This is an optimization exercise on Yosys and OpenROAD, whose aim is small area and a short achievable clock period, not a production implementation.
Function was checked by simulation only, so behaviour that the tests miss may differ from the original.
Power and IR drop assume default switching activity.

$ cat flow/config.mk
export PLATFORM = sky130hd
export DESIGN_NAME = if_stage
export DESIGN_NICKNAME = if_stage
export VERILOG_FILES = /design/flow/design.v
export SDC_FILE = /design/flow/constraint.sdc
export NUM_CORES = 4
export LEC_CHECK = 0
export CAP_MARGIN = 20
export CORE_MARGIN = 2
export CORE_UTILIZATION = 55
export SETUP_SLACK_MARGIN = 3.5
export SLEW_MARGIN = 20
export TNS_END_PERCENT = 10
$ cat flow/constraint.sdc
create_clock -name core_clock -period 6.0 [get_ports {clk}]
set_input_delay 1.2000 -clock core_clock [delete_from_list [all_inputs] [get_ports {clk}]]
set_output_delay 1.2000 -clock core_clock [all_outputs]
set_load 0.01 [all_outputs]
$ cat flow/design.v
module if_stage #(
    parameter int unsigned BTB_IDX_BITS = 4,
    parameter logic [31:0] RESET_PC     = 32'h0000_0000,
    parameter logic [31:0] NOP_INST     = 32'h0000_0013
) (
    input  logic        clk,
    input  logic        reset,
    input  logic        stall,
    input  logic        flush,
    input  logic [31:0] redirect_pc,
    input  logic        upd_valid,
    input  logic [31:0] upd_pc,
    input  logic        upd_taken,
    input  logic [31:0] upd_target,
    output logic [31:0] imem_addr,
    input  logic [31:0] imem_inst,
    output logic [31:0] if_id_inst,
    output logic [31:0] if_id_pc,
    output logic        if_id_valid,
    output logic        if_id_pred_taken,
    output logic [31:0] if_id_pred_target
);
    localparam int unsigned ENTRIES = 1 << BTB_IDX_BITS;
    localparam int unsigned TAG_W   = 30 - BTB_IDX_BITS;
    logic [31:0] pc_q;
    logic [31:0] inst_q;
    logic [31:0] id_pc_q;
    logic        valid_q;
    logic        pt_q;
    logic [31:0] ptgt_q;
    logic [ENTRIES-1:0]            btb_v_q;
    logic [ENTRIES-1:0][TAG_W-1:0] btb_tag_q;
    logic [ENTRIES-1:0][31:0]      btb_tgt_q;
    logic [ENTRIES-1:0][1:0]       btb_ctr_q;
    logic [BTB_IDX_BITS-1:0] idx, uidx;
    logic [ENTRIES-1:0]      lhit_e, uhit_e, usel;
    logic                    pred_taken;
    logic [31:0]             tgt_rd, pc_inc;
    logic                    unused_upd_lsb;
    assign unused_upd_lsb = ^upd_pc[1:0];
    assign idx  = pc_q[BTB_IDX_BITS+1:2];
    assign uidx = upd_pc[BTB_IDX_BITS+1:2];
    always_comb begin
        for (int e = 0; e < ENTRIES; e++) begin
            lhit_e[e] = btb_v_q[e] && btb_ctr_q[e][1] && (btb_tag_q[e] == pc_q[31:BTB_IDX_BITS+2]);
            uhit_e[e] = btb_v_q[e] && (btb_tag_q[e] == upd_pc[31:BTB_IDX_BITS+2]);
            usel[e]   = upd_valid && (uidx == e[BTB_IDX_BITS-1:0]);
        end
    end
    assign pred_taken = lhit_e[idx];
    assign tgt_rd     = btb_tgt_q[idx];
    assign pc_inc     = pc_q + 32'd4;
    logic        adv, clr;
    logic [31:0] pc_hold, ptgt_hold;
    logic [31:0] pc_tk, pc_nt, ptgt_tk, ptgt_nt;
    assign clr       = reset || flush;
    assign adv       = !clr && !stall;
    assign pc_hold   = reset ? RESET_PC : (flush ? redirect_pc : pc_q);
    assign ptgt_hold = clr ? 32'd0 : ptgt_q;
    assign pc_tk     = adv ? tgt_rd : pc_hold;
    assign pc_nt     = adv ? pc_inc : pc_hold;
    assign ptgt_tk   = adv ? tgt_rd : ptgt_hold;
    assign ptgt_nt   = adv ? pc_inc : ptgt_hold;
    always_ff @(posedge clk) begin
        pc_q    <= pred_taken ? pc_tk : pc_nt;
        ptgt_q  <= pred_taken ? ptgt_tk : ptgt_nt;
        pt_q    <= adv ? pred_taken : (!clr && pt_q);
        if (clr) begin
            inst_q  <= NOP_INST;
            id_pc_q <= 32'd0;
            valid_q <= 1'b0;
        end else if (!stall) begin
            inst_q  <= imem_inst;
            id_pc_q <= pc_q;
            valid_q <= 1'b1;
        end
    end
    always_ff @(posedge clk) begin
        for (int e = 0; e < ENTRIES; e++) begin
            if (reset)
                btb_v_q[e] <= 1'b0;
            else if (usel[e] && upd_taken)
                btb_v_q[e] <= 1'b1;
        end
    end
    always_ff @(posedge clk) begin
        for (int e = 0; e < ENTRIES; e++) begin
            if (usel[e] && upd_taken) begin
                btb_tag_q[e] <= upd_pc[31:BTB_IDX_BITS+2];
                btb_tgt_q[e] <= upd_target;
            end
            if (usel[e]) begin
                if (uhit_e[e]) begin
                    if (upd_taken) begin
                        if (btb_ctr_q[e] != 2'd3) btb_ctr_q[e] <= btb_ctr_q[e] + 2'd1;
                    end else begin
                        if (btb_ctr_q[e] != 2'd0) btb_ctr_q[e] <= btb_ctr_q[e] - 2'd1;
                    end
                end else if (upd_taken) begin
                    btb_ctr_q[e] <= 2'b10;
                end
            end
        end
    end
    assign imem_addr         = pc_q;
    assign if_id_inst        = inst_q;
    assign if_id_pc          = id_pc_q;
    assign if_id_valid       = valid_q;
    assign if_id_pred_taken  = pt_q;
    assign if_id_pred_target = ptgt_q;
endmodule
$ cat flow/run.sh
#!/bin/bash
# synth_recipe.tcl (not shown) runs the flow's synth.tcl, then flattens the netlist and writes it again
# the make line also repeats each setting of config.mk as NAME=value (left out here)
make -C /OpenROAD-flow-scripts/flow DESIGN_CONFIG=/design/flow/config.mk WORK_HOME=/design/flow/orfs CLKGATE_MAP_FILE= SYNTH_SCRIPT=/design/flow/synth_recipe.tcl finish
==> run_results.csv, run 1 <==
group,metric,value,unit
grt,grt_max_degree,60,
flow_run,drv_cap,0,
layout,fin_cells,5084,
worst_setup_path,r2r_slack,2890,ps
die,ioPinCount,264,
layout,multi_input_area,17690,µm²
detailed_routing,viasPerCell,6.434,
timing,period_share,51.91,%
layout,nFillCells,5783,
timing,slew_violations,0,
synthesis,synthFlopType,"edfxtp_1",
grt,antenna_found_initial,10,
clock_network,cts-htree-levels,3,
synthesis,synthDistinctLibCells,49,
timing,period_minus_slack,3115,ps
detailed_routing,remaining_drc_errors,0,
placement,dp_cells,4556,
synthesis,syn_avg_cell_area,15.51,µm²
synthesis,ys_ff_latch,1106,
power_and_ir_drop,p_leak,21.22,nW
synthesis,synthesis.nets,3307,
worst_setup_path,crit_chain,"buf_12 > buf_16 > buf_4 > xor2_1 > nor4_1 > nand3_1 > o22ai_4 > o22ai_4 > a211oi_4 > buf_12 > buf_12 > o21ai_2 > o211ai_1",
timing,setup_tns,0,ps
synthesis,syn_inst,3172,
timing,finalSetupViolations,0,
worst_setup_path,slowest_stage,"dfxtp_4",
min_path,hp-class,"flop to flop",
clock_network,cts.path.max_buffers,3,
layout,drive_gt1_share,27.29,%
worst_setup_path,criticalPathCategory,"flop to flop",
placement,place_ws,1486,ps
timing,rsz0062_at_grt,"yes",
timing,max_freq,0.3211,GHz
worst_setup_path,critPathCaptureType,"flop",
grt,gr-usage-all-layers,35.81,%
die,initial_utilization,55.58,%
timing,fin_worst_skew,44.78,ps
placement,port_buffers,261,
layout,fin_nets,3954,
die,core_area,88510,µm²
worst_setup_path,cpMostUsedCell,"buf_12",
timing,slew_headroom,9.959,%
detailed_routing,drtPass1Iterations,5,
synthesis,synth-edff-count,962,
detailed_routing,antenna_left,0,
synthesis,yosysSeqAreaShare,64.58,%
clock_network,cts_tree,"yes",
detailed_routing,top_layer,"met5",
synthesis,yosysWarnings,1,
grt,grt_pass1_vias,31130,
timing,hold_slack,457.1,ps
die,placementRows,109,
detailed_routing,vias,32710,
synthesis,syn_area,49200,µm²
die,dieHeight,303.1,µm
clock_network,ctsHoldBuffers,0,
detailed_routing,routed_wl,173500,µm
power_and_ir_drop,power.density,288.7,nW/µm²
worst_setup_path,critPathLaunchType,"flop",
status,status,"finished clean",
detailed_routing,dr_wl_met3,18300,µm
timing,final_hold_viol_count,0,
detailed_routing,met2_wirelength,80150,µm
worst_setup_path,worstPathRequired,6630,ps
die,die_area,91860,µm²
power_and_ir_drop,ir_drop,0.2652,mV
clock_network,clock_sinks,1106,
detailed_routing,wl_met1,64390,µm
grt,grt_overflow_total,0,
layout,syn2layout_area_growth,27.89,%
clock_network,cts.clk_slew.worst_paths,60,ps
worst_setup_path,max_stage_delay,390,ps
synthesis,synthArstFlopShare,0,%
detailed_routing,drt-initial-drc-count,4255,
worst_setup_path,path_max_fanout,8,
placement,dpl.hpwl,97260,µm
clock_network,cts_root_buf,"clkbuf_16",
die,die_w,303.1,µm
grt,grt_pass1_wl,229000,µm
timing,worst_slew_pin_slew,1349,ps
timing,layout_setup_ws,2885,ps
layout,regArea,31890,µm²
detailed_routing,wl_per_cell,34.12,µm
placement,gp_congestion,0.9289,
clock_network,clkLatencyLatePin,730,ps
worst_setup_path,worstPathArrival,3750,ps
clock_network,numCtsBuffers,114,
-- final timing paths --
check / depth (start not counted) / endpoint / startpoint
setup reg to reg: 13 / ptgt_q[12] / pc_q[23]
hold / removal: 2 / pt_q / pt_q
hold reg to reg: 2 / pt_q / pt_q
setup / recovery: 13 / ptgt_q[12] / pc_q[23]
-- registers in the layout, summed over array words and instances, names as in the netlist --
| signal | cells |
|---|---|
| btb_tag_q | 416 |
| btb_tgt_q | 512 |
| inst_q | 32 |
| ptgt_q | 32 |
| pc_q | 32 |
| btb_v_q | 16 |
| id_pc_q | 32 |
| pt_q | 1 |
| btb_ctr_q | 32 |
| valid_q | 1 |
-- placed cells by master, fill, tap and decap left out, types with 9 or more instances in the layout --
| cell | n |
|---|---|
| a22o_1 | 55 |
| o21ai_2 | 24 |
| nor2_1 | 43 |
| clkbuf_1 | 38 |
| o211ai_1 | 61 |
| xnor2_1 | 560 |
| dfxtp_4 | 32 |
| o21ai_1 | 17 |
| a21oi_2 | 15 |
| nand4_1 | 169 |
| nor3_1 | 16 |
| edfxtp_1 | 962 |
| or4_4 | 18 |
| nand3_1 | 59 |
| buf_16 | 24 |
| xor2_1 | 284 |
| clkinv_1 | 20 |
| clkdlybuf4s50_1 | 201 |
| xnor2_2 | 45 |
| o21ai_0 | 12 |
| clkbuf_16 | 129 |
| nor4_4 | 17 |
| buf_6 | 49 |
| dlygate4sd2_1 | 16 |
| bufinv_16 | 9 |
| nor4_2 | 12 |
| mux2_2 | 26 |
| buf_4 | 296 |
| mux4_2 | 160 |
| nor4_1 | 57 |
| dfxtp_1 | 110 |
| nor2b_1 | 20 |
| clkinv_2 | 18 |
| buf_12 | 84 |
| buf_8 | 16 |
| nand2_1 | 111 |
| nor2_4 | 15 |
-- power by group --
group / leakage [nW] / switching (mW) / internal (mW)
clock: 1.79 / 3.03 / 4.01
combinational: 9.51 / 1.36 / 1.18
sequential: 9.92 / 0.122 / 8.48
-- through the flow --
step	util [%]	total power, mW	area (µm²)
floorplan	-	9.847	49400
global placement	60.60	10.69	53640
detailed placement	60.60	10.70	53640
CTS	67.67	17.93	59900
global route	71.08	18.57	62920
finish	71.09	18.17	62920
-- layout make-up --
type	instances	area share [%]
Tap cell	1165	2.317
Multi-Input combinational cell	1868	28.11
Antenna cell	2	0.007954
Sequential cell	1106	50.69
Clock inverter	55	0.9585
Inverter	9	0.05369
Timing Repair Buffer	720	12.93
Clock buffer	159	4.932
-- cell families after synthesis --
kind of cell	Yosys count	synth area share (%)
DFF	1106	64.58
xor gates and xnor gates	892	15.88
and+or+nand+nor	568	6.236
AOI/OAI and AO/OA	212	3.044
buffers and inverters	205	2.279
muxes	188	7.960
adders and majority gates	1	0.02543
-- cells in the mapped netlist, types with 2 or more instances --
master / n / area share (%)
nand4b_1: 4 / 0.071
nand2_1: 114 / 0.87
and2_1: 5 / 0.064
nor2_1: 60 / 0.46
a2bb2oi_1: 2 / 0.036
buf_4: 29 / 0.44
nor3_1: 23 / 0.23
nor2b_1: 20 / 0.25
o211ai_1: 61 / 0.93
buf_2: 73 / 0.74
and3_1: 7 / 0.089
nor4_2: 2 / 0.051
nor4_1: 84 / 1.1
clkbuf_1: 63 / 0.48
xnor2_1: 606 / 11
buf_1: 10 / 0.076
o22a_1: 3 / 0.053
mux2i_1: 2 / 0.041
dfxtp_1: 144 / 5.9
a22o_1: 55 / 0.98
or4_1: 18 / 0.27
buf_6: 20 / 0.46
xor2_1: 286 / 5.1
nand3_1: 59 / 0.60
mux2_2: 26 / 0.60
edfxtp_1: 962 / 59
o22ai_1: 3 / 0.038
o31ai_1: 2 / 0.031
inv_1: 8 / 0.061
a21oi_1: 16 / 0.16
o21ai_0: 33 / 0.34
a41o_1: 2 / 0.041
nand4_1: 169 / 2.1
o21ai_1: 27 / 0.27
mux4_2: 160 / 7.3
-- routing by layer --
metal  GRT usage (%)  vias up
li1                -    13340
met1           48.55    16840
met2           55.92     2056
met3           7.447      462
met4           16.78       12
met5               0        -
-- critical path: cells and delay by family, from the launching register on --
kind / cells / cell delay, ps
AO/OA/AOI/OAI: 5 / 980
XOR/XNOR: 1 / 170
buffers and inverters: 5 / 850
flip-flops: 1 / 390
AND/OR/NAND/NOR: 2 / 600
-- what timing repair did --
item	CTS	global route
endpoints found under the hold margin	0	0
gates resized for setup	276	339
buffers inserted	137	147
pin swaps	32	105
cloned	13	15
endpoints found under the setup margin	1208	1228
==> inputs of run 2 (changes only) <==
--- a/flow/config.mk
+++ b/flow/config.mk
@@ -6,4 +6,5 @@
 export NUM_CORES = 4
 export LEC_CHECK = 0
+export ABC_CLOCK_PERIOD_IN_PS = 2500
 export CAP_MARGIN = 20
 export CORE_MARGIN = 2
==> run 2 against run 1 <==
Highest routed layer unchanged; count of clock-buffer cells in the layout unchanged; critical path type unchanged; worst hold slack unchanged; largest power group unchanged; non-clock buffer count unchanged; still clean on timing, DRC and antenna; worst setup slack unchanged; global-route usage unchanged; combinational power about the same; wire length unchanged; register-to-register slack about the same; fmax unchanged; total power unchanged; die area unchanged; utilization unchanged.
==> run_results.csv, run 2 <==
group,metric,value,unit
detailed_routing,drtPass1Iterations,5,
clock_network,ctsHoldBuffers,0,
grt,grt_pass1_wl,229000,µm
synthesis,synthTopCellsByArea,"edfxtp_1 59%, xnor2_1 11%, mux4_2 7.3%",
timing,setup_tns,0,ps
clock_network,cts.clk_slew.worst_paths,60,ps
synthesis,synthFlopType,"edfxtp_1",
grt,antenna_found_initial,10,
timing,period_minus_slack,3115,ps
layout,final_cell_mix,"962 x edfxtp_1, 560 x xnor2_1, 296 x buf_4",
layout,largest_reg_flops,512,
power_and_ir_drop,switching_share,24.82,%
synthesis,syn_area,49200,µm²
timing,finalSetupViolations,0,
min_path,min_from,"pt_q",
die,dieHeight,303.1,µm
synthesis,yosysTopAreaCell,"edfxtp_1",
layout,top_regs,"btb_tgt_q: 512 flops, btb_tag_q: 416 flops",
worst_setup_path,rr_worst_depth,13,
min_path,holdPathStages,2,
die,core_area,88510,µm²
timing,max_freq,0.3211,GHz
clock_network,numCtsBuffers,114,
synthesis,yosysSeqAreaShare,64.58,%
worst_setup_path,worstPathRequired,6630,ps
die,placementRows,109,
synthesis,synthArstFlopShare,0,%
placement,dpl.hpwl,97260,µm
die,die_w,303.1,µm
timing,slew_violations,0,
detailed_routing,routed_wl,173500,µm
worst_setup_path,worstPathArrival,3750,ps
die,initial_utilization,55.58,%
synthesis,yosysWarnings,1,
synthesis,synth_top_area_share,58.72,%
synthesis,synthDistinctLibCells,49,
clock_network,clkLatencyLatePin,730,ps
synthesis,syn_avg_cell_area,15.51,µm²
detailed_routing,vias,32710,
synthesis,synth-edff-count,962,
detailed_routing,remaining_drc_errors,0,
clock_network,cts_tree,"yes",
layout,drive_gt1_share,27.29,%
timing,fin_worst_skew,44.78,ps
grt,gr-usage-all-layers,35.81,%
power_and_ir_drop,power.share.clock,38.7,%
detailed_routing,drt-initial-drc-count,4255,
power_and_ir_drop,p_leak,21.22,nW
die,die_area,91860,µm²
grt,grt_max_degree,60,
power_and_ir_drop,combinationalPowerShare,14.0,%
clock_network,cts_root_buf,"clkbuf_16",
synthesis,synthesis.nets,3307,
timing,rsz0062_at_grt,"yes",
grt,grt_overflow_total,0,
placement,port_buffers,261,
status,status,"finished clean",
power_and_ir_drop,pwr-share-seq,47.3,%
detailed_routing,antenna_left,0,
timing,period_share,51.91,%
die,ioPinCount,264,
detailed_routing,viasPerCell,6.434,
power_and_ir_drop,power.density,288.7,nW/µm²
placement,gp_congestion,0.9289,
clock_network,clock_sinks,1106,
timing,worst_slew_pin_slew,1349,ps
timing,final_hold_viol_count,0,
worst_setup_path,critPathCaptureType,"flop",
clock_network,cts-htree-levels,3,
layout,fin_nets,3954,
worst_setup_path,worst_r2r_endpoint,"ptgt_q[12]",
worst_setup_path,reg2reg_from,"pc_q[23]",
layout,syn2layout_area_growth,27.89,%
detailed_routing,wl_per_cell,34.12,µm
worst_setup_path,r2r_slack,2890,ps
timing,slew_headroom,9.959,%
worst_setup_path,criticalPathCategory,"flop to flop",
flow_run,drv_cap,0,
synthesis,synthTopCellsByCount,"962 x edfxtp_1, 606 x xnor2_1, 286 x xor2_1",
synthesis,synth.most_common_cell,"edfxtp_1",
grt,grt_pass1_vias,31130,
layout,postLayoutCellArea,62920,µm²
synthesis,syn_inst,3172,
min_path,holdPathEnd,"pt_q",
layout,largest_register,"btb_tgt_q",
power_and_ir_drop,ir_drop,0.2652,mV
worst_setup_path,critPathLaunchType,"flop",
power_and_ir_drop,switching_power,4.509,mW
clock_network,cts.path.max_buffers,3,
min_path,hp-class,"flop to flop",
placement,placedInstanceArea,53640,µm²
worst_setup_path,path_max_fanout,8,
power_and_ir_drop,internal_power,13.66,mW
synthesis,ys_ff_latch,1106,
layout,layout_commonest_cell,"edfxtp_1",
[run 2: worst max-delay path: stages, from the launching register on]
cell and delay [ps]:
dfxtp_4 390, buf_12 140, buf_16 160, buf_4 150
xor2_1 170, nor4_1 380, nand3_1 220, o22ai_4 290
o22ai_4 160, a211oi_4 350, buf_12 230, buf_12 170
o21ai_2 80, o211ai_1 100
[run 2: what timing repair did]
item,in CTS,in global routing
setup buffers,137,147
cloned,13,15
endpoints found under the setup margin,1208,1228
pin swaps,32,105
gates resized for setup,276,339
[run 2: worst max-delay path by stage]
stage	from	end	slack, ps	depth (start not counted)
6_report	pc_q[23]	ptgt_q[12]	2890	13
5_1_grt	pc_q[23]	ptgt_q[28]	2890	13
4_1_cts	upd_pc[7]	btb_ctr_q[8]	2990	8
3_5_place_dp	upd_pc[5]	btb_tag_q[95]	1490	5
3_3_place_gp	upd_pc[5]	btb_tag_q[95]	1530	5
2_1_floorplan	upd_pc[4]	btb_tag_q[312]	2570	4
[run 2: layout make-up]
class	instances	area, µm²
clock buffers	159	3103
inverters	9	33.78
diodes	2	5.005
clock inverters	55	603.1
multi-input cells	1868	17690
well taps	1165	1458
fillers	5783	25590
flip-flops and latches	1106	31890
repair buffers	720	8134
[run 2: logic make-up after synthesis]
logic type                 share of synthesized area (%)
and+or+nand+nor                                    6.236
adders and majority gates                        0.02543
xor gates and xnor gates                           15.88
muxes                                              7.960
buffers and inverters                              2.279
DFF                                                64.58
AOI/OAI and AO/OA                                  3.044
[run 2: routing by layer]
layer / vias up / wire (µm) / global-route usage, %
met5: - / 82 / 0
met4: 12 / 10550 / 16.78
met3: 462 / 18300 / 7.447
met2: 2056 / 80150 / 55.92
met1: 16840 / 64390 / 48.55
li1: 13340 / - / -
[run 2: power by group through the flow]
stage	sequential, mW	combinational, mW	clock, mW
detailed placement	8.89	1.81	0
global route	8.60	2.61	7.36
floorplan	8.72	1.13	0
CTS	8.60	2.26	7.08
finish	8.60	2.54	7.03
global placement	8.89	1.80	0
[run 2: through the flow]
| stage | setup slack, ps | util (%) | std cells | hold slack [ps] | total power [mW] |
|---|---|---|---|---|---|
| floorplan | 2566 | - | 3172 | 453.6 | 9.847 |
| finish | 2885 | 71.09 | 5084 | 457.1 | 18.17 |
| detailed placement | 1486 | 60.60 | 4556 | 449.5 | 10.70 |
| global placement | 1531 | 60.60 | 4556 | 442.1 | 10.69 |
| global route | 2889 | 71.08 | 5083 | 488.4 | 18.57 |
| CTS | 2991 | 67.67 | 4920 | 460.4 | 17.93 |
==> inputs of run 3 (changes only) <==
--- a/flow/config.mk
+++ b/flow/config.mk
@@ -6,9 +6,9 @@
 export NUM_CORES = 4
 export LEC_CHECK = 0
-export ABC_CLOCK_PERIOD_IN_PS = 2500
 export CAP_MARGIN = 20
 export CORE_MARGIN = 2
 export CORE_UTILIZATION = 55
+export CTS_CLUSTER_DIAMETER = 80
+export CTS_CLUSTER_SIZE = 30
 export SETUP_SLACK_MARGIN = 3.5
 export SLEW_MARGIN = 20
-export TNS_END_PERCENT = 10
==> run 3 against run 2 <==
Still clean; worst hold slack better by 5.8 ps; synthesized area unchanged; register-to-register slack better by 70 ps; sequential share of layout area up 1.3 points.
==> run_results.csv, run 3 <==
group,metric,value,unit
synthesis,syn_area,49200,µm²
synthesis,synthFlopType,"edfxtp_1",
placement,port_buffers,261,
clock_network,numCtsBuffers,51,
worst_setup_path,path_max_fanout,8,
worst_setup_path,worst_r2r_endpoint,"ptgt_q[7]",
synthesis,synthDistinctLibCells,49,
clock_network,cts-htree-levels,2,
min_path,min_from,"id_pc_q[5]",
worst_setup_path,worstPathArrival,3640,ps
layout,fin_nets,3876,
placement,dpl.hpwl,96640,µm
worst_setup_path,path_buf_inv,5,
layout,largest_reg_flops,512,
layout,final_cell_mix,"962 x edfxtp_1, 556 x xnor2_1, 283 x xor2_1",
clock_network,cts.path.max_buffers,3,
die,dieHeight,303.1,µm
die,ioPinCount,264,
detailed_routing,remaining_drc_errors,0,
die,die_w,303.1,µm
timing,period_minus_slack,3048,ps
clock_network,cts.clk_slew.worst_paths,110,ps
worst_setup_path,max_stage_delay,410,ps
power_and_ir_drop,p_leak,20.43,nW
grt,grt_overflow_total,0,
timing,setup_tns,0,ps
synthesis,synth.most_common_cell,"edfxtp_1",
power_and_ir_drop,power,15.65,mW
synthesis,synthArstFlopShare,0,%
worst_setup_path,critPathCaptureType,"flop",
grt,antenna_found_initial,10,
timing,slew_violations,0,
min_path,hp-class,"flop to flop",
timing,final_hold_viol_count,0,
worst_setup_path,rr_worst_depth,13,
worst_setup_path,worstPathRequired,6590,ps
worst_setup_path,slowest_stage,"nor4_2",
layout,regArea,31940,µm²
synthesis,ys_ff_latch,1106,
timing,worst_slew_pin_slew,964.1,ps
grt,grt_pass1_vias,31830,
clock_network,clock_sinks,1106,
flow_run,drv_cap,0,
layout,multi_input_area,17910,µm²
detailed_routing,drtPass1Iterations,6,
detailed_routing,drt-initial-drc-count,4542,
placement,gp_congestion,0.9093,
layout,layout_commonest_cell,"edfxtp_1",
power_and_ir_drop,power.density,255.0,nW/µm²
status,status,"finished clean",
worst_setup_path,cpMostUsedCell,"buf_6",
synthesis,yosysTopAreaCell,"edfxtp_1",
worst_setup_path,cp.depth,13,
timing,finalSetupViolations,0,
min_path,holdPathStages,2,
synthesis,syn_inst,3172,
grt,grt_pass1_wl,246500,µm
die,initial_utilization,55.58,%
die,placementRows,109,
clock_network,ctsHoldBuffers,0,
grt,gr-usage-all-layers,39.16,%
worst_setup_path,critPathLaunchType,"flop",
timing,slew_headroom,35.72,%
detailed_routing,wl_per_cell,36.49,µm
die,core_area,88510,µm²
worst_setup_path,criticalPathCategory,"flop to flop",
clock_network,cts_tree,"yes",
layout,drive_gt1_share,29.95,%
synthesis,syn_avg_cell_area,15.51,µm²
worst_setup_path,crit_chain,"buf_12 > buf_8 > xor2_1 > nor4_2 > nand3_2 > o22ai_2 > o22ai_4 > a211oi_4 > buf_6 > buf_6 > buf_16 > o21ai_4 > o211ai_1",
detailed_routing,vias,32920,
synthesis,synthTopCellsByCount,"962 x edfxtp_1, 606 x xnor2_1, 286 x xor2_1",
synthesis,synthesis.nets,3307,
layout,largest_register,"btb_tgt_q",
layout,nFillCells,5865,
synthesis,synthTopCellsByArea,"edfxtp_1 59%, xnor2_1 11%, mux4_2 7.3%",
timing,max_freq,0.3281,GHz
clock_network,clkLatencyLatePin,690,ps
min_path,holdPathEnd,"id_pc_q[5]",
detailed_routing,routed_wl,180800,µm
die,die_area,91860,µm²
worst_setup_path,r2r_slack,2950,ps
worst_setup_path,reg2reg_from,"pc_q[18]",
detailed_routing,antenna_left,0,
layout,syn2layout_area_growth,24.76,%
timing,period_share,50.80,%
timing,rsz0062_at_grt,"yes",
layout,top_regs,"btb_tgt_q: 512 flops, btb_tag_q: 416 flops",
worst_setup_path,critical-path-top-delay-family,"compound AO/OA/AOI/OAI gates",
power_and_ir_drop,ir_drop,0.3192,mV
synthesis,synth_top_area_share,58.72,%
synthesis,yosysSeqAreaShare,64.58,%
clock_network,cts_root_buf,"clkbuf_16",
synthesis,yosysWarnings,1,
timing,fin_worst_skew,44.13,ps
synthesis,synth-edff-count,962,
grt,grt_max_degree,60,
detailed_routing,viasPerCell,6.644,
[run 3: cell types whose count changed in the layout (fill, tap and decap cells not counted), sizes merged, moves of 6 or more]
cell,change
dlygate4sd2,-13
clkdlybuf4s15,+64
clkdlybuf4s50,-103
buf,+36
bufinv,-6
clkinv,-34
inv,+13
clkbuf,-100
[run 3: routing by layer]
metal  GRT usage (%)  share of wire, %  up-vias
met5               0             0.043        -
met4           23.52               7.3       10
met3           7.698                11      603
met2           60.72                46     2382
met1           51.59                35    16820
li1                -                 -    13100
[run 3: final cells by class]
class                      instances  share of cell area, %
tap                             1165                  2.375
clock buffer                      65                  2.250
timing repair buffer             700                  13.51
multi-input combinational       1873                  29.17
clock inverter                    30                 0.5769
sequential                      1106                  52.04
antenna                            6                0.02446
inverter                           9                0.05504
[run 3: tightest hold or removal path: stages, from the launching register on]
cell and delay [ps]:
dfxtp_2 340, nand2_1 40, o21ai_0 60
[run 3: metrics by stage]
stage | cells | instance area (µm²) | worst slack [ps] | util [%] | hold slack, ps
after CTS | 4911 | 60400 | 3095 | 68.24 | 470.2
after global routing | 4951 | 61370 | 2949 | 69.34 | 484.0
after floorplan | 3172 | 49490 | 2567 | - | 453.6
after global placement | 4541 | 53550 | 1484 | 60.50 | 443.5
final | 4954 | 61380 | 2952 | 69.35 | 462.9
after detailed placement | 4541 | 53550 | 1541 | 60.50 | 452.0
[run 3: power by group]
part	leakage (nW)	switching (mW)	internal, mW	total, mW
Sequential	9.94	0.120	8.47	8.59
Clock	0.834	2.60	1.85	4.45
Combinational	9.66	1.43	1.19	2.62
Total	20.4	4.15	11.5	15.7
[run 3: what timing repair did]
action                     4_1_cts  5_1_grt
buffers inserted               244       35
pin swaps                      111       38
gates resized for setup        946      158
setup endpoints to repair     1260      239
gates cloned                    31        2
[run 3: worst max path at each step]
stage | slack, ps | to | startpoint
after floorplan | 2570 | btb_ctr_q[4] | upd_pc[31]
after CTS | 3090 | pc_q[3] | pc_q[8]
final | 2950 | ptgt_q[7] | pc_q[18]
after global placement | 1480 | btb_tgt_q[79] | upd_pc[5]
after detailed placement | 1540 | btb_tgt_q[79] | upd_pc[5]
after global routing | 2950 | ptgt_q[7] | pc_q[18]
[run 3: cell families after synthesis]
family | Yosys count | share of synthesized area, %
compound gates | 212 | 3.044
xor+xnor | 892 | 15.88
buf+inv | 205 | 2.279
fa+ha+maj | 1 | 0.02543
simple gates | 568 | 6.236
flops | 1106 | 64.58
mux | 188 | 7.960
==> inputs of run 4 (changes only) <==
--- a/flow/design.v
+++ b/flow/design.v
@@ -28,5 +28,4 @@
     logic        valid_q;
     logic        pt_q;
-    logic [31:0] ptgt_q;
     logic [ENTRIES-1:0]            btb_v_q;
     logic [ENTRIES-1:0][TAG_W-1:0] btb_tag_q;
@@ -52,17 +51,13 @@
     assign pc_inc     = pc_q + 32'd4;
     logic        adv, clr;
-    logic [31:0] pc_hold, ptgt_hold;
-    logic [31:0] pc_tk, pc_nt, ptgt_tk, ptgt_nt;
+    logic [31:0] pc_hold;
+    logic [31:0] pc_tk, pc_nt;
     assign clr       = reset || flush;
     assign adv       = !clr && !stall;
     assign pc_hold   = reset ? RESET_PC : (flush ? redirect_pc : pc_q);
-    assign ptgt_hold = clr ? 32'd0 : ptgt_q;
     assign pc_tk     = adv ? tgt_rd : pc_hold;
     assign pc_nt     = adv ? pc_inc : pc_hold;
-    assign ptgt_tk   = adv ? tgt_rd : ptgt_hold;
-    assign ptgt_nt   = adv ? pc_inc : ptgt_hold;
     always_ff @(posedge clk) begin
         pc_q    <= pred_taken ? pc_tk : pc_nt;
-        ptgt_q  <= pred_taken ? ptgt_tk : ptgt_nt;
         pt_q    <= adv ? pred_taken : (!clr && pt_q);
         if (clr) begin
@@ -108,4 +103,4 @@
     assign if_id_valid       = valid_q;
     assign if_id_pred_taken  = pt_q;
-    assign if_id_pred_target = ptgt_q;
+    assign if_id_pred_target = valid_q ? pc_q : 32'd0;
 endmodule
--- a/flow/config.mk
+++ b/flow/config.mk
@@ -9,6 +9,4 @@
 export CORE_MARGIN = 2
 export CORE_UTILIZATION = 55
-export CTS_CLUSTER_DIAMETER = 80
-export CTS_CLUSTER_SIZE = 30
 export SETUP_SLACK_MARGIN = 3.5
 export SLEW_MARGIN = 20
==> run 4 against run 3 <==
Critical path type unchanged; synthesized cell count increased by 1.2%; sequential share of layout area decreased by 3.9 points; worst hold slack improved by 15 ps; worst setup slack improved by 100 ps; global-route usage increased by 0.057 points; utilization increased by 4.1 points; critical path depth decreased by 2; sequential power decreased by 2.7%; die area decreased by 0.17%; first-iteration DRC count increased by 2.4%.
==> run_results.csv, run 4 <==
group,metric,value,unit
synthesis,yosysSeqAreaShare,63.38,%
grt,antenna_found_initial,9,
synthesis,syn_area,49110,µm²
synthesis,synthTopCellsByCount,"962 x edfxtp_1, 730 x xnor2_1, 189 x nand4_1",
worst_setup_path,r2r_slack,3060,ps
clock_network,cts.path.max_buffers,3,
clock_network,cts.clk_slew.worst_paths,60,ps
detailed_routing,viasPerCell,6.465,
min_path,holdPathStages,2,
layout,postLayoutCellArea,64900,µm²
flow_run,drv_cap,0,
layout,nFillCells,5479,
synthesis,synthAdderAreaFrac,0.02548,%
clock_network,cts-htree-levels,3,
clock_network,cts_tree,"yes",
placement,dpl.hpwl,94720,µm
power_and_ir_drop,power.density,284.3,nW/µm²
timing,period_share,49.07,%
timing,slew_violations,0,
synthesis,synth.most_common_cell,"edfxtp_1",
die,die_w,302.8,µm
synthesis,synth_top_area_share,58.82,%
placement,placedInstanceArea,53840,µm²
power_and_ir_drop,ir_drop,0.3596,mV
detailed_routing,antenna_left,0,
detailed_routing,vias,33520,
layout,fin_nets,4049,
worst_setup_path,rr_worst_depth,11,
synthesis,synthTopCellsByArea,"edfxtp_1 59%, xnor2_1 13%, mux4_2 7.3%",
synthesis,synth-edff-count,962,
layout,largest_register,"btb_tgt_q",
timing,worst_slew_pin_slew,968.0,ps
grt,grt_overflow_total,0,
die,initial_utilization,55.57,%
detailed_routing,drtPass1Iterations,6,
synthesis,synth_top_family_by_area,"XOR/XNOR gates",
min_path,hp-class,"flop to flop",
grt,grt_max_degree,63,
worst_setup_path,worstPathRequired,6590,ps
status,status,"finished clean",
placement,place_ws,1754,ps
synthesis,yosysTopAreaCell,"edfxtp_1",
clock_network,numCtsBuffers,111,
die,die_area,91700,µm²
timing,fin_worst_skew,21.40,ps
synthesis,ys_ff_latch,1074,
worst_setup_path,worstPathArrival,3540,ps
min_path,holdPathEnd,"inst_q[4]",
worst_setup_path,critPathLaunchType,"flop",
timing,final_hold_viol_count,0,
layout,top_regs,"btb_tgt_q: 512 flops, btb_tag_q: 416 flops",
die,core_area,88370,µm²
die,dieHeight,302.8,µm
worst_setup_path,criticalPathCategory,"flop to flop",
synthesis,synthDistinctLibCells,62,
detailed_routing,routed_wl,180800,µm
timing,slew_headroom,35.46,%
worst_setup_path,path_max_fanout,17,
layout,multi_input_area,19040,µm²
placement,gp_congestion,0.9180,
synthesis,synth_compound_area_share,1.669,%
grt,gr-usage-all-layers,39.22,%
timing,setup_tns,0,ps
min_path,min_from,"inst_q[4]",
layout,drive_gt1_share,34.58,%
clock_network,clock_sinks,1074,
timing,max_freq,0.3396,GHz
timing,period_minus_slack,2944,ps
layout,syn2layout_area_growth,32.15,%
timing,rsz0062_at_grt,"yes",
timing,finalSetupViolations,0,
power_and_ir_drop,power,18.45,mW
grt,grt_pass1_vias,32750,
detailed_routing,drt-initial-drc-count,4651,
die,ioPinCount,264,
worst_setup_path,worst_r2r_endpoint,"pc_q[24]",
clock_network,cts_root_buf,"clkbuf_16",
synthesis,synthMuxAreaShare,9.273,%
synthesis,yosysWarnings,1,
worst_setup_path,reg2reg_from,"pc_q[29]",
synthesis,syn_avg_cell_area,15.30,µm²
worst_setup_path,critPathCaptureType,"flop",
layout,regArea,31260,µm²
clock_network,clkLatencyLatePin,710,ps
die,placementRows,109,
placement,port_buffers,261,
grt,grt_pass1_wl,247500,µm
synthesis,synthArstFlopShare,0,%
layout,layout_commonest_cell,"edfxtp_1",
synthesis,syn_inst,3211,
layout,largest_reg_flops,512,
synthesis,synthXorXnorAreaFrac,15.92,%
synthesis,yosys.area_share.simple,7.459,%
power_and_ir_drop,p_leak,22.32,nW
synthesis,synthFlopType,"edfxtp_1",
timing,hold_slack,477.8,ps
detailed_routing,remaining_drc_errors,0,
timing,layout_setup_ws,3056,ps
layout,final_cell_mix,"962 x edfxtp_1, 611 x xnor2_1, 291 x buf_4",
detailed_routing,wl_per_cell,34.87,µm
synthesis,synthesis.nets,3346,
## run 4: where the power goes
| part | switching [mW] | internal (mW) | leakage, nW | total, mW |
|---|---|---|---|---|
| clock | 2.99 | 3.93 | 1.78 | 6.92 |
| combinational | 1.67 | 1.51 | 10.9 | 3.18 |
| sequential | 0.0978 | 8.26 | 9.67 | 8.36 |
| total | 4.76 | 13.7 | 22.3 | 18.5 |
## run 4: timing repair
item,in CTS,in global routing
resized for setup,1038,204
pin swaps,98,81
hold buffers,0,0
endpoints found under the hold margin,0,0
buffers inserted,330,44
gates cloned,31,6
endpoints found under the setup margin,1172,242
## run 4: worst max path at each step
stage                     startpoint             end  slack, ps
after floorplan           upd_pc[13]   btb_ctr_q[26]       2890
after CTS                    pc_q[2]    imem_addr[2]       3130
after detailed placement   upd_pc[5]  btb_tgt_q[336]       1750
after global routing        pc_q[12]        pc_q[11]       3020
final                       pc_q[29]        pc_q[24]       3060
after global placement     upd_pc[4]  btb_tgt_q[214]       1800
## run 4: cells by family (layout without fill, tap and decap cells)
family,count (synthesis),in the layout
AND/OR/NAND/NOR,652,662
AO/OA/AOI/OAI,116,116
buffers and inverters,220,1010
other,0,8
XOR/XNOR,893,893
multiplexers,255,255
flip-flops,1074,1074
adder cells (fa/ha/maj),1,1
## run 4: cell type report
cell class,count,share of cell area (%)
Antenna cell,8,0.03084
Clock buffer,143,4.621
Clock inverter,67,0.9812
Inverter,13,0.08482
Multi-Input combinational cell,1927,29.33
Sequential cell,1074,48.16
Tap cell,1165,2.246
Timing Repair Buffer,787,14.55
## run 4: critical path: stages, from the launching register on
cell	delay (ps)
dfxtp_4	400
buf_8	200
xnor2_1	350
nand4_1	160
nor4_2	350
nand4_1	230
a22oi_2	190
buf_4	170
or2_4	180
buf_6	230
nor3_1	100
o31ai_2	250
## run 4: layer usage
metal | track usage (%) | up-vias | wire, µm
met4 | 23.34 | 8 | 13740
li1 | - | 13480 | -
met2 | 60.08 | 2367 | 82020
met5 | 0 | - | 55
met1 | 51.90 | 17010 | 64720
met3 | 8.579 | 653 | 20250
## run 4: through the flow
| step | std cells | util (%) |
|---|---|---|
| floorplan | 3211 | - |
| global placement | 4555 | 60.92 |
| detailed placement | 4555 | 60.92 |
| CTS | 5126 | 72.19 |
| global route | 5177 | 73.42 |
| finish | 5184 | 73.44 |
==> inputs of run 5 (changes only) <==
--- a/flow/config.mk
+++ b/flow/config.mk
@@ -11,2 +11,3 @@
 export SETUP_SLACK_MARGIN = 3.5
 export SLEW_MARGIN = 20
+export TNS_END_PERCENT = 10
==> run 5 against run 4 <==
Still clean; global-route usage down 2.7 points; clock power up 3%; sequential share of layout area up 0.53 points; first-iteration DRC count down 0.62%; fmax up 0.54%; sequential power about the same; worst hold slack worse by 12 ps; die area unchanged; total power up 0.50%; register-to-register slack better by 20 ps; critical path type unchanged; largest power group unchanged.
==> run_results.csv, run 5 <==
group,metric,value,unit
status,status,"finished clean",
worst_setup_path,path_max_fanout,6,
synthesis,synth_compound_area_share,1.669,%
timing,max_freq,0.3414,GHz
worst_setup_path,rr_worst_depth,13,
layout,regArea,31250,µm²
layout,syn2layout_area_growth,30.66,%
layout,top_regs,"btb_tgt_q: 512 flops, btb_tag_q: 416 flops",
timing,period_share,48.81,%
timing,slew_violations,0,
synthesis,yosysTopAreaCell,"edfxtp_1",
worst_setup_path,cp.depth,13,
detailed_routing,drtPass1Iterations,6,
detailed_routing,remaining_drc_errors,0,
layout,fin_nets,4003,
worst_setup_path,reg2reg_from,"pc_q[31]",
detailed_routing,routed_wl,178800,µm
layout,nFillCells,5571,
clock_network,clock_sinks,1074,
clock_network,cts.path.max_buffers,3,
die,die_w,302.8,µm
synthesis,yosys.area_share.simple,7.459,%
synthesis,yosysWarnings,1,
die,die_area,91700,µm²
grt,grt_pass1_vias,31520,
flow_run,drv_cap,0,
placement,port_buffers,261,
synthesis,synthTopCellsByCount,"962 x edfxtp_1, 730 x xnor2_1, 189 x nand4_1",
power_and_ir_drop,p_leak,21.93,nW
layout,final_cell_mix,"962 x edfxtp_1, 668 x xnor2_1, 273 x buf_4",
worst_setup_path,worstPathArrival,3540,ps
synthesis,synthTopCellsByArea,"edfxtp_1 59%, xnor2_1 13%, mux4_2 7.3%",
min_path,holdPathEnd,"id_pc_q[8]",
synthesis,syn_inst,3211,
grt,antenna_found_initial,4,
layout,largest_reg_flops,512,
power_and_ir_drop,power.density,289.0,nW/µm²
clock_network,clkLatencyLatePin,720,ps
power_and_ir_drop,switching_share,25.55,%
timing,fin_worst_skew,30.67,ps
grt,grt_overflow_total,0,
synthesis,synthAdderAreaFrac,0.02548,%
grt,gr-usage-all-layers,36.56,%
synthesis,synth_top_family_by_area,"XOR/XNOR gates",
die,placementRows,109,
clock_network,cts.clk_slew.worst_paths,70,ps
synthesis,synthFlopType,"edfxtp_1",
synthesis,synth.most_common_cell,"edfxtp_1",
synthesis,yosysSeqAreaShare,63.38,%
synthesis,ys_ff_latch,1074,
synthesis,synthesis.nets,3346,
clock_network,ctsHoldBuffers,0,
worst_setup_path,cpMostUsedCell,"buf_12",
die,core_area,88370,µm²
timing,period_minus_slack,2929,ps
power_and_ir_drop,internal_power,13.81,mW
die,initial_utilization,55.57,%
power_and_ir_drop,power.share.clock,38.3,%
synthesis,synthXorXnorAreaFrac,15.92,%
die,dieHeight,302.8,µm
worst_setup_path,criticalPathCategory,"flop to flop",
power_and_ir_drop,power,18.55,mW
worst_setup_path,r2r_slack,3070,ps
placement,dpl.hpwl,94730,µm
power_and_ir_drop,combinationalPowerShare,16.7,%
worst_setup_path,critPathCaptureType,"flop",
synthesis,synthArstFlopShare,0,%
layout,multi_input_area,18650,µm²
worst_setup_path,slowest_stage,"dfxtp_4",
timing,setup_tns,0,ps
placement,gp_congestion,0.9163,
synthesis,synth-edff-count,962,
timing,finalSetupViolations,0,
worst_setup_path,crit_chain,"buf_12 > buf_4 > buf_6 > xor2_1 > nor4_1 > nand4_1 > o21ai_4 > o22a_2 > o21a_4 > buf_12 > clkbuf_16 > nor3_1 > o31ai_2",
worst_setup_path,path_buf_inv,5,
die,ioPinCount,264,
power_and_ir_drop,pwr-share-seq,45.1,%
worst_setup_path,worst_r2r_endpoint,"pc_q[14]",
timing,worst_slew_pin_slew,950.0,ps
clock_network,cts_root_buf,"clkbuf_16",
min_path,holdPathStages,2,
min_path,min_from,"id_pc_q[8]",
clock_network,numCtsBuffers,112,
grt,grt_max_degree,62,
layout,largest_register,"btb_tgt_q",
timing,final_hold_viol_count,0,
synthesis,synthMuxAreaShare,9.273,%
detailed_routing,vias,33030,
synthesis,syn_avg_cell_area,15.30,µm²
worst_setup_path,critical-path-top-delay-family,"compound AO/OA/AOI/OAI gates",
timing,rsz0062_at_grt,"yes",
timing,slew_headroom,36.67,%
grt,grt_pass1_wl,233400,µm
power_and_ir_drop,ir_drop,0.3150,mV
detailed_routing,wl_per_cell,34.85,µm
detailed_routing,viasPerCell,6.437,
detailed_routing,drt-initial-drc-count,4622,
layout,layout_commonest_cell,"edfxtp_1",
min_path,hp-class,"flop to flop",
worst_setup_path,critPathLaunchType,"flop",
synthesis,synthDistinctLibCells,62,
detailed_routing,antenna_left,0,
clock_network,cts-htree-levels,3,
worst_setup_path,worstPathRequired,6610,ps
power_and_ir_drop,switching_power,4.739,mW
layout,final_util,72.61,%
synthesis,synth_top_area_share,58.82,%
clock_network,cts_tree,"yes",
synthesis,syn_area,49110,µm²
layout,drive_gt1_share,29.67,%
worst_setup_path,max_stage_delay,390,ps
-- run 5: cell counts after synthesis --
Identical to the previous run, type by type.
-- run 5: area by class of cell --
type                       instances  share of cell area, %
antenna                            2               0.007799
tap                             1165                  2.271
timing repair buffer             743                  14.11
inverter                          13                0.08969
clock buffer                     151                  4.736
multi-input combinational       1924                  29.06
clock inverter                    59                  1.035
sequential                      1074                  48.69
-- run 5: cells by family after synthesis --
family,after synthesis
simple gates,652
compound gates,116
flops,1074
buf+inv,220
mux,255
xor+xnor,893
fa+ha+maj,1
-- run 5: power by group through the flow --
stage / Combinational, mW / Sequential, mW / Clock, mW
after floorplan: 1.34 / 8.48 / 0
after global placement: 1.99 / 8.72 / 0
after detailed placement: 2.00 / 8.73 / 0
after CTS: 2.75 / 8.35 / 7.14
after global routing: 3.15 / 8.36 / 7.42
final: 3.09 / 8.36 / 7.10
-- run 5: repair_timing --
| item | in CTS | in global routing |
|---|---|---|
| resized for setup | 537 | 315 |
| cloned | 20 | 26 |
| endpoints found under the setup margin | 1173 | 960 |
| pin swaps | 48 | 87 |
| setup buffers | 178 | 121 |
-- run 5: worst max path at each step --
| stage | slack, ps | from | end |
|---|---|---|---|
| global route | 3050 | pc_q[12] | pc_q[0] |
| floorplan | 2890 | upd_pc[13] | btb_ctr_q[26] |
| detailed placement | 1470 | upd_pc[4] | btb_tag_q[170] |
| finish | 3070 | pc_q[31] | pc_q[14] |
| CTS | 3150 | valid_q | if_id_pred_target[0] |
| global placement | 1470 | upd_pc[4] | btb_tag_q[170] |
-- run 5: metal layers --
| layer | track usage [%] | up-vias | wire [µm] |
|---|---|---|---|
| met5 | 0 | - | 16 |
| met4 | 17.37 | 2 | 11270 |
| met1 | 49.89 | 16710 | 64230 |
| li1 | - | 13380 | - |
| met3 | 7.125 | 547 | 22130 |
| met2 | 57.02 | 2390 | 81180 |
-- run 5: tightest hold or removal path: cells and delay by family, from the launching register on --
family / cells / cell delay, ps
flip-flops: 1 / 310
AND/OR/NAND/NOR: 1 / 60
AO/OA/AOI/OAI: 1 / 50
-- run 5: metrics by stage --
stage / instance area (µm²) / instances / setup slack (ps) / hold slack, ps
5_1_grt: 64170 / 5129 / 3045 / 501.2
4_1_cts: 60980 / 4982 / 3145 / 470.2
3_5_place_dp: 53660 / 4574 / 1467 / 460.6
6_report: 64170 / 5131 / 3071 / 466.2
2_1_floorplan: 49710 / 3211 / 2890 / 453.6
3_3_place_gp: 53660 / 4574 / 1471 / 460.5
==> inputs of run 6 (changes only) <==
==> flow/flow/run.sh (new file) <==
#!/bin/bash
set -euo pipefail
export BUFFER_PORTS_ARGS="-buffer_cell sky130_fd_sc_hd__buf_2"
export CTS_ARGS="-sink_clustering_enable -repair_clock_nets -dont_use_dummy_load -sink_clustering_size 30 -sink_clustering_max_diameter 80"
bash standard.sh > flow_make.log 2>&1
==> flow/standard.sh (new file) <==
#!/bin/bash
# synth_recipe.tcl (not shown) runs the flow's synth.tcl, then flattens the netlist and writes it again
# the make line also repeats each setting of config.mk as NAME=value (left out here)
make -C /OpenROAD-flow-scripts/flow DESIGN_CONFIG=/design/flow/config.mk WORK_HOME=/design/flow/orfs CLKGATE_MAP_FILE= SYNTH_SCRIPT=/design/flow/synth_recipe.tcl "${@:-finish}"
--- a/flow/config.mk
+++ b/flow/config.mk
@@ -11,3 +11,2 @@
 export SETUP_SLACK_MARGIN = 3.5
 export SLEW_MARGIN = 20
-export TNS_END_PERCENT = 10
removed: flow/run.sh
==> run 6 against run 5 <==
Largest cell class unchanged; non-clock buffer count increased by 70; fmax decreased by 1.2%; global-route usage increased by 2.5 points; total power decreased by 17%; die area unchanged; highest routed layer unchanged; first-iteration DRC count decreased by 12%; utilization decreased by 1.9 points; critical path depth decreased by 8; clock skew increased by 12 ps.
==> run_results.csv, run 6 <==
group,metric,value,unit
layout,nFillCells,5763,
power_and_ir_drop,power.density,246.7,nW/µm²
status,status,"finished clean",
layout,top_regs,"btb_tgt_q: 512 flops, btb_tag_q: 416 flops",
synthesis,yosysSeqAreaShare,63.38,%
power_and_ir_drop,p_leak,21.32,nW
clock_network,cts-htree-levels,2,
timing,final_hold_viol_count,0,
synthesis,synth_top_area_share,58.82,%
synthesis,synthAdderAreaFrac,0.02548,%
worst_setup_path,reg2reg_from,"pc_q[12]",
placement,port_buffers,261,
clock_network,cts_root_buf,"clkbuf_16",
timing,setup_tns,0,ps
grt,grt_pass1_vias,31980,
worst_setup_path,cp-startpoint,"upd_pc[4]",
detailed_routing,vias,33130,
synthesis,synth_top_family_by_area,"XOR/XNOR gates",
worst_setup_path,rr_worst_depth,12,
synthesis,syn_area,49110,µm²
die,die_w,302.8,µm
clock_network,clock_sinks,1074,
clock_network,ctsHoldBuffers,0,
synthesis,synthDistinctLibCells,62,
grt,grt_overflow_total,0,
worst_setup_path,worstPathRequired,6300,ps
worst_setup_path,criticalPathCategory,"input pin to flop",
detailed_routing,viasPerCell,6.569,
clock_network,cts.clk_slew.worst_paths,90,ps
synthesis,yosys.area_share.simple,7.459,%
power_and_ir_drop,ir_drop,0.3163,mV
worst_setup_path,critPathLaunchType,"input pin",
flow_run,drv_cap,0,
synthesis,synthXorXnorAreaFrac,15.92,%
worst_setup_path,path_max_fanout,32,
clock_network,numCtsBuffers,50,
timing,worst_slew_pin_slew,1065,ps
detailed_routing,remaining_drc_errors,0,
worst_setup_path,setup.worst_path.end,"btb_tgt_q[232]",
detailed_routing,drt-initial-drc-count,4052,
layout,fin_nets,4010,
synthesis,synthFlopType,"edfxtp_1",
worst_setup_path,r2r_slack,3060,ps
synthesis,synthTopCellsByCount,"962 x edfxtp_1, 730 x xnor2_1, 189 x nand4_1",
placement,dpl.hpwl,93650,µm
synthesis,synthesis.nets,3346,
grt,grt_max_degree,63,
worst_setup_path,worst_r2r_endpoint,"pc_q[7]",
layout,final_cell_mix,"962 x edfxtp_1, 631 x xnor2_1, 305 x buf_4",
timing,period_share,49.39,%
synthesis,yosysTopAreaCell,"edfxtp_1",
detailed_routing,wl_per_cell,35.99,µm
timing,slew_violations,0,
synthesis,syn_avg_cell_area,15.30,µm²
synthesis,yosysWarnings,1,
grt,gr-usage-all-layers,39.03,%
timing,slew_headroom,28.85,%
die,core_area,88370,µm²
layout,final_util,70.66,%
synthesis,synthArstFlopShare,0,%
worst_setup_path,critPathCaptureType,"flop",
timing,fin_worst_skew,42.49,ps
synthesis,synth.most_common_cell,"edfxtp_1",
die,die_area,91700,µm²
timing,finalSetupViolations,0,
layout,syn2layout_area_growth,27.15,%
synthesis,ys_ff_latch,1074,
synthesis,synth_compound_area_share,1.669,%
timing,rsz0062_at_grt,"yes",
grt,antenna_found_initial,12,
synthesis,syn_inst,3211,
clock_network,cts_tree,"yes",
die,placementRows,109,
detailed_routing,routed_wl,181500,µm
synthesis,synthMuxAreaShare,9.273,%
detailed_routing,drtPass1Iterations,5,
detailed_routing,antenna_left,0,
worst_setup_path,worstPathArrival,3270,ps
synthesis,synthTopCellsByArea,"edfxtp_1 59%, xnor2_1 13%, mux4_2 7.3%",
timing,hold_slack,495.8,ps
clock_network,clkLatencyLatePin,670,ps
min_path,hp-class,"flop to flop",
layout,layout_commonest_cell,"edfxtp_1",
layout,largest_reg_flops,512,
die,ioPinCount,264,
synthesis,synth-edff-count,962,
timing,period_minus_slack,2963,ps
grt,grt_pass1_wl,246000,µm
layout,largest_register,"btb_tgt_q",
timing,max_freq,0.3374,GHz
clock_network,cts.path.max_buffers,3,
die,dieHeight,302.8,µm
layout,drive_gt1_share,36.17,%
die,initial_utilization,55.57,%
placement,gp_congestion,0.9138,
[run 6: worst min path at each step]
| stage | startpoint | to | slack, ps | cells past startpoint |
|---|---|---|---|---|
| after floorplan | btb_v_q[2] | btb_v_q[2] | 450 | 2 |
| after global placement | inst_q[1] | inst_q[1] | 460 | 2 |
| after detailed placement | id_pc_q[8] | id_pc_q[8] | 460 | 2 |
| after CTS | id_pc_q[8] | id_pc_q[8] | 480 | 2 |
| after global routing | inst_q[29] | inst_q[29] | 530 | 2 |
| final | id_pc_q[14] | id_pc_q[14] | 500 | 2 |
[run 6: per-stage QoR]
step / total power [mW] / setup WS [ps] / area [µm²] / instances
2_1_floorplan: 9.870 / 2891 / 50340 / 3211
3_3_place_gp: 10.66 / 1867 / 52760 / 4558
3_5_place_dp: 10.68 / 1852 / 52760 / 4558
4_1_cts: 15.19 / 3076 / 60800 / 4944
5_1_grt: 15.73 / 2978 / 62440 / 5039
6_report: 15.40 / 3037 / 62450 / 5043
[run 6: kinds of logic after synthesis]
| group | after synthesis |
|---|---|
| flops | 1074 |
| buf+inv | 220 |
| mux | 255 |
| simple gates | 652 |
| compound gates | 116 |
| xor+xnor | 893 |
| fa+ha+maj | 1 |
[run 6: critical path: stages]
cell and delay, ps:
buf_2 230, nor2b_4 400, nand2_4 160, nor2_4 820
buf_12 410
[run 6: repair_timing]
action                                  4_1_cts  5_1_grt
gates resized for setup                     584      149
endpoints found under the hold margin         0        0
endpoints found under the setup margin      625      303
cloned                                       39        3
pin swaps                                    98       96
buffers inserted                            297       91
[run 6: layout make-up]
class	count	area, µm²	area share [%]
diodes	5	12.51	0.02004
clock buffers	50	1251	2.004
repair buffers	813	9361	14.99
multi-input cells	1923	19060	30.52
inverters	13	58.81	0.09417
flip-flops and latches	1074	31250	50.03
well taps	1165	1458	2.334
[run 6: power breakdown]
part	leakage, nW	internal, mW	switching [mW]	total [mW]
logic	11.0	1.55	1.71	3.26
clock network	0.616	1.49	2.29	3.78
registers	9.66	8.24	0.118	8.36
total	21.3	11.3	4.12	15.4
[run 6: layer usage]
| layer | GRT usage, % | share of wire [%] | up-vias |
|---|---|---|---|
| met1 | 52.53 | 36 | 16990 |
| li1 | - | - | 13300 |
| met3 | 7.977 | 12 | 586 |
| met2 | 60.00 | 46 | 2237 |
| met4 | 21.58 | 7.0 | 12 |
| met5 | 0 | 0.045 | - |
==> inputs of run 7 (changes only) <==
--- a/flow/config.mk
+++ b/flow/config.mk
@@ -9,4 +9,4 @@
 export CORE_MARGIN = 2
 export CORE_UTILIZATION = 55
-export SETUP_SLACK_MARGIN = 3.5
+export SETUP_SLACK_MARGIN = 3.1
 export SLEW_MARGIN = 20
==> run 7 against run 6 <==
Largest power group unchanged; clock power shrank 3%; sequential cell count did not move; cell count shrank 4.3%; still clean; non-clock buffer count down 210; wire length down 9.0%.
==> run_results.csv, run 7 <==
group,metric,value,unit
synthesis,yosysWarnings,1,
worst_setup_path,slowest_stage,"nor2_4",
timing,period_minus_slack,2958,ps
placement,placedInstanceArea,52650,µm²
worst_setup_path,crit_chain,"buf_2 > inv_1 > nand2_2 > nor2_4 > buf_12",
timing,worst_slew_pin_slew,1176,ps
timing,setup_tns,0,ps
die,die_area,91700,µm²
grt,antenna_found_initial,3,
min_path,holdPathEnd,"id_pc_q[8]",
clock_network,cts.clk_slew.worst_paths,100,ps
die,dieHeight,302.8,µm
grt,grt_pass1_vias,30040,
synthesis,yosysSeqAreaShare,63.38,%
worst_setup_path,path_max_fanout,29,
timing,finalSetupViolations,0,
grt,grt_pass1_wl,222800,µm
layout,final_util,65.38,%
layout,largest_register,"btb_tgt_q",
power_and_ir_drop,power,14.72,mW
detailed_routing,viasPerCell,6.424,
layout,multi_input_area,18120,µm²
clock_network,clock_sinks,1074,
synthesis,synth.most_common_cell,"edfxtp_1",
synthesis,synthArstFlopShare,0,%
layout,syn2layout_area_growth,17.65,%
detailed_routing,routed_wl,165200,µm
layout,regArea,31240,µm²
worst_setup_path,critPathLaunchType,"input pin",
placement,port_buffers,261,
synthesis,synth_top_area_share,58.82,%
timing,max_freq,0.3380,GHz
layout,layout_commonest_cell,"edfxtp_1",
synthesis,synthTopCellsByCount,"962 x edfxtp_1, 730 x xnor2_1, 189 x nand4_1",
clock_network,ctsHoldBuffers,0,
clock_network,numCtsBuffers,48,
synthesis,ys_ff_latch,1074,
die,ioPinCount,264,
placement,gp_congestion,0.9049,
worst_setup_path,worst_r2r_endpoint,"pc_q[25]",
clock_network,clkLatencyLatePin,660,ps
synthesis,syn_inst,3211,
detailed_routing,wl_per_cell,34.23,µm
synthesis,synth-edff-count,962,
worst_setup_path,critPathCaptureType,"flop",
clock_network,cts_tree,"yes",
grt,grt_max_degree,63,
timing,slew_headroom,21.51,%
power_and_ir_drop,power.density,254.7,nW/µm²
layout,fin_nets,3797,
detailed_routing,remaining_drc_errors,0,
timing,rsz0062_at_grt,"yes",
min_path,holdPathStages,2,
synthesis,syn_avg_cell_area,15.30,µm²
layout,top_regs,"btb_tgt_q: 512 flops, btb_tag_q: 416 flops",
detailed_routing,drt-initial-drc-count,3675,
detailed_routing,drtPass1Iterations,6,
synthesis,syn_area,49110,µm²
die,die_w,302.8,µm
worst_setup_path,worstPathArrival,3260,ps
min_path,hp-class,"flop to flop",
die,initial_utilization,55.57,%
synthesis,yosysTopAreaCell,"edfxtp_1",
worst_setup_path,reg2reg_from,"pc_q[29]",
timing,final_hold_viol_count,0,
power_and_ir_drop,p_leak,19.21,nW
layout,drive_gt1_share,28.42,%
worst_setup_path,max_stage_delay,740,ps
worst_setup_path,r2r_slack,3060,ps
layout,nFillCells,6312,
layout,fin_cells,4827,
worst_setup_path,rr_worst_depth,13,
worst_setup_path,worstPathRequired,6300,ps
layout,postLayoutCellArea,57780,µm²
synthesis,synthTopCellsByArea,"edfxtp_1 59%, xnor2_1 13%, mux4_2 7.3%",
layout,final_cell_mix,"962 x edfxtp_1, 675 x xnor2_1, 233 x buf_2",
min_path,min_from,"id_pc_q[8]",
die,core_area,88370,µm²
clock_network,cts.path.max_buffers,3,
die,placementRows,109,
power_and_ir_drop,ir_drop,0.2299,mV
detailed_routing,antenna_left,0,
grt,grt_overflow_total,0,
placement,dpl.hpwl,96730,µm
worst_setup_path,criticalPathCategory,"input pin to flop",
timing,period_share,49.31,%
placement,dp_cells,4569,
detailed_routing,vias,31010,
synthesis,synthesis.nets,3346,
clock_network,cts_root_buf,"clkbuf_16",
timing,fin_worst_skew,78.32,ps
synthesis,synthDistinctLibCells,62,
clock_network,cts-htree-levels,2,
timing,slew_violations,0,
synthesis,synthFlopType,"edfxtp_1",
flow_run,drv_cap,0,
grt,gr-usage-all-layers,34.86,%
status,status,"finished clean",
layout,largest_reg_flops,512,
## run 7: routing by layer
| layer | GRT usage, % | share of wire [%] | vias up |
|---|---|---|---|
| met2 | 55.61 | 47 | 1711 |
| met4 | 15.08 | 5.3 | 6 |
| li1 | - | - | 12810 |
| met1 | 48.21 | 38 | 16120 |
| met5 | 0 | 0.022 | - |
| met3 | 5.156 | 9.2 | 363 |
## run 7: worst max-delay path by stage
stage / start / end / slack, ps / cells past startpoint
floorplan: upd_pc[13] / btb_ctr_q[26] / 2890 / 7
global route: upd_pc[13] / btb_ctr_q[31] / 3040 / 7
global placement: pc_q[25] / pc_q[14] / 1740 / 10
finish: upd_pc[3] / btb_tgt_q[149] / 3040 / 5
detailed placement: upd_pc[19] / btb_ctr_q[25] / 1750 / 8
CTS: pc_q[2] / if_id_pred_target[2] / 2660 / 4
## run 7: logic make-up (layout without fill, tap and decap cells)
logic type	count (synthesis)	count (layout)	share of synthesized area (%)
and+or+nand+nor	652	657	7.459
muxes	255	255	9.273
xor gates and xnor gates	893	893	15.92
other	0	2	0
adders and majority gates	1	1	0.02547
DFF	1074	1074	63.38
AOI/OAI and AO/OA	116	116	1.669
buffers and inverters	220	664	2.265
## run 7: per-stage QoR
stage | setup slack [ps] | hold slack [ps]
3_3_place_gp | 1736 | 453.1
6_report | 3042 | 472.4
4_1_cts | 2659 | 477.4
3_5_place_dp | 1752 | 462.1
2_1_floorplan | 2890 | 453.6
5_1_grt | 3041 | 516.8
## run 7: critical path, delay by kind of cell
family,cells,cell delay (ps)
buf+inv,3,860
simple gates,2,1120
## run 7: area by class of cell
| class | count | area share [%] |
|---|---|---|
| multi-input combinational | 1922 | 31.36 |
| clock buffer | 48 | 2.079 |
| timing repair buffer | 603 | 9.874 |
| tap | 1165 | 2.523 |
| sequential | 1074 | 54.06 |
| antenna | 2 | 0.008661 |
| inverter | 13 | 0.09094 |
## run 7: power breakdown
| group | total [mW] | internal (mW) | switching [mW] | leakage, nW |
|---|---|---|---|---|
| clock | 3.68 | 1.44 | 2.24 | 0.592 |
| sequential | 8.38 | 8.25 | 0.132 | 9.66 |
| combinational | 2.66 | 1.18 | 1.48 | 8.96 |
## run 7: timing repair
| action | in CTS | in global routing |
|---|---|---|
| endpoints found under the setup margin | 776 | 70 |
| setup buffers | 127 | 63 |
| gates resized for setup | 183 | 142 |
| pin swaps | 20 | 27 |
| gates cloned | 9 | 9 |
==> inputs of run 8 (changes only) <==
--- a/flow/config.mk
+++ b/flow/config.mk
@@ -9,4 +9,4 @@
 export CORE_MARGIN = 2
 export CORE_UTILIZATION = 55
-export SETUP_SLACK_MARGIN = 3.1
+export SETUP_SLACK_MARGIN = 2.9
 export SLEW_MARGIN = 20
==> run 8 against run 7 <==
Die area is the same; still clean on timing, DRC and antenna; cell count shrank 2.2%; non-clock buffer count shrank 102.
==> run_results.csv, run 8 <==
group,metric,value,unit
worst_setup_path,slowest_stage,"nor2b_1",
grt,grt_pass1_wl,217400,µm
power_and_ir_drop,power.density,261.1,nW/µm²
worst_setup_path,max_stage_delay,590,ps
timing,slew_headroom,25.07,%
placement,dp_cells,4560,
clock_network,cts.clk_slew.worst_paths,110,ps
worst_setup_path,worstPathRequired,6270,ps
synthesis,yosysTopAreaCell,"edfxtp_1",
clock_network,cts-htree-levels,2,
placement,dpl.hpwl,94890,µm
power_and_ir_drop,pwr-share-seq,58.1,%
worst_setup_path,crit_chain,"buf_2 > nor2b_1 > nand2_1 > nor2_4 > buf_12",
synthesis,syn_area,49110,µm²
synthesis,synthesis.nets,3346,
die,placementRows,109,
power_and_ir_drop,ir_drop,0.2703,mV
layout,drive_gt1_share,23.87,%
grt,antenna_found_initial,9,
layout,final_util,62.54,%
timing,period_minus_slack,3191,ps
grt,grt_util_met3,5.678,%
placement,placedInstanceArea,52300,µm²
layout,final_cell_mix,"962 x edfxtp_1, 713 x xnor2_1, 234 x buf_2",
status,status,"finished clean",
grt,grt_max_degree,63,
timing,period_share,53.18,%
synthesis,ys_ff_latch,1074,
grt,gr-usage-all-layers,33.76,%
synthesis,synthTopCellsByCount,"962 x edfxtp_1, 730 x xnor2_1, 189 x nand4_1",
clock_network,clkLatencyLatePin,660,ps
synthesis,synthFlopType,"edfxtp_1",
die,initial_utilization,55.57,%
synthesis,yosysSeqAreaShare,63.38,%
synthesis,yosysWarnings,1,
timing,max_freq,0.3134,GHz
detailed_routing,routed_wl,156300,µm
grt,met2_usage,56.07,%
timing,worst_slew_pin_slew,1123,ps
timing,setup_tns,0,ps
synthesis,syn_avg_cell_area,15.30,µm²
detailed_routing,drt-initial-drc-count,3458,
worst_setup_path,cp-startpoint,"upd_pc[5]",
layout,top_regs,"btb_tgt_q: 512 flops, btb_tag_q: 416 flops",
detailed_routing,viasPerCell,6.376,
power_and_ir_drop,power.share.clock,25.8,%
power_and_ir_drop,combinationalPowerShare,16.1,%
synthesis,synthArstFlopShare,0,%
layout,syn2layout_area_growth,12.53,%
synthesis,synthTopCellsByArea,"edfxtp_1 59%, xnor2_1 13%, mux4_2 7.3%",
die,core_area,88370,µm²
synthesis,synthDistinctLibCells,62,
worst_setup_path,criticalPathCategory,"input pin to flop",
clock_network,cts_root_buf,"clkbuf_16",
synthesis,synth-edff-count,962,
clock_network,ctsHoldBuffers,0,
clock_network,cts.path.max_buffers,3,
die,dieHeight,302.8,µm
power_and_ir_drop,switching_power,3.717,mW
layout,largest_register,"btb_tgt_q",
power_and_ir_drop,power,14.43,mW
min_path,min_from,"id_pc_q[8]",
timing,finalSetupViolations,0,
grt,grt_overflow_total,0,
die,die_area,91700,µm²
power_and_ir_drop,p_leak,17.94,nW
layout,largest_reg_flops,512,
layout,fin_nets,3694,
detailed_routing,drtPass1Iterations,6,
synthesis,syn_inst,3211,
timing,slew_violations,0,
run 8: cell counts after synthesis:
No cell type changed its count.
run 8: cell type report:
class                           count  area [µm²]
Multi-Input combinational cell   1919       17430
Sequential cell                  1074       31240
Antenna cell                        1       2.502
Inverter                           13       48.80
Tap cell                         1165        1458
Timing Repair Buffer              501        3837
Clock buffer                       50        1251
Fill cell                        6669       33110
run 8: worst max-delay path: cells and delay by family:
| kind | cells | cell delay [ps] |
|---|---|---|
| AND/OR/NAND/NOR | 3 | 1580 |
| buffers and inverters | 2 | 560 |
run 8: metal layers:
layer / routed length, µm / part of all wire [%]
met3: 13720 / 8.8
met4: 5986 / 3.8
met5: 58 / 0.037
met1: 61130 / 39
met2: 75450 / 48
run 8: through the flow:
| stage | setup WS, ps | hold slack, ps |
|---|---|---|
| floorplan | 2377 | 453.6 |
| global placement | 1851 | 458.8 |
| detailed placement | 1787 | 464.4 |
| CTS | 2787 | 480.3 |
| global route | 2827 | 505.6 |
| finish | 2809 | 475.9 |
run 8: final timing paths:
check             slack [ps]  cells after the start        endpoint
setup / recovery        2810                      5  btb_tag_q[279]
hold / removal           480                      2      id_pc_q[8]
setup reg to reg        2930                     10         pc_q[5]
hold reg to reg          480                      2      id_pc_q[8]
run 8: what timing repair did:
action | 4_1_cts | 5_1_grt
setup buffers | 80 | 27
pin swaps | 8 | 5
cloned | 1 | 4
resized for setup | 97 | 43
setup endpoints to repair | 421 | 200
run 8: cells by family after synthesis:
group                      after synthesis  synth area share [%]
AOI/OAI and AO/OA                      116                 1.669
xor gates and xnor gates               893                 15.92
adders and majority gates                1               0.02547
buffers and inverters                  220                 2.265
DFF                                   1074                 63.38
muxes                                  255                 9.273
and+or+nand+nor                        652                 7.459
run 8: power groups by stage:
stage               combinational (mW)  clock, mW  sequential (mW)
CTS                               2.23       3.77             8.39
floorplan                         1.34          0             8.48
finish                            2.32       3.73             8.38
detailed placement                1.91          0             8.72
global route                      2.42       3.99             8.39
global placement                  1.89          0             8.71

Re-timed with assumed drivers on the ports (clkbuf_16 on the clock, buf_2 on other inputs), run 8 has 2.852 ns of setup slack against 2.809 ns with ideal ports, and 2.156 ns once port delays also move by the mid clock arrival of 0.696 ns.
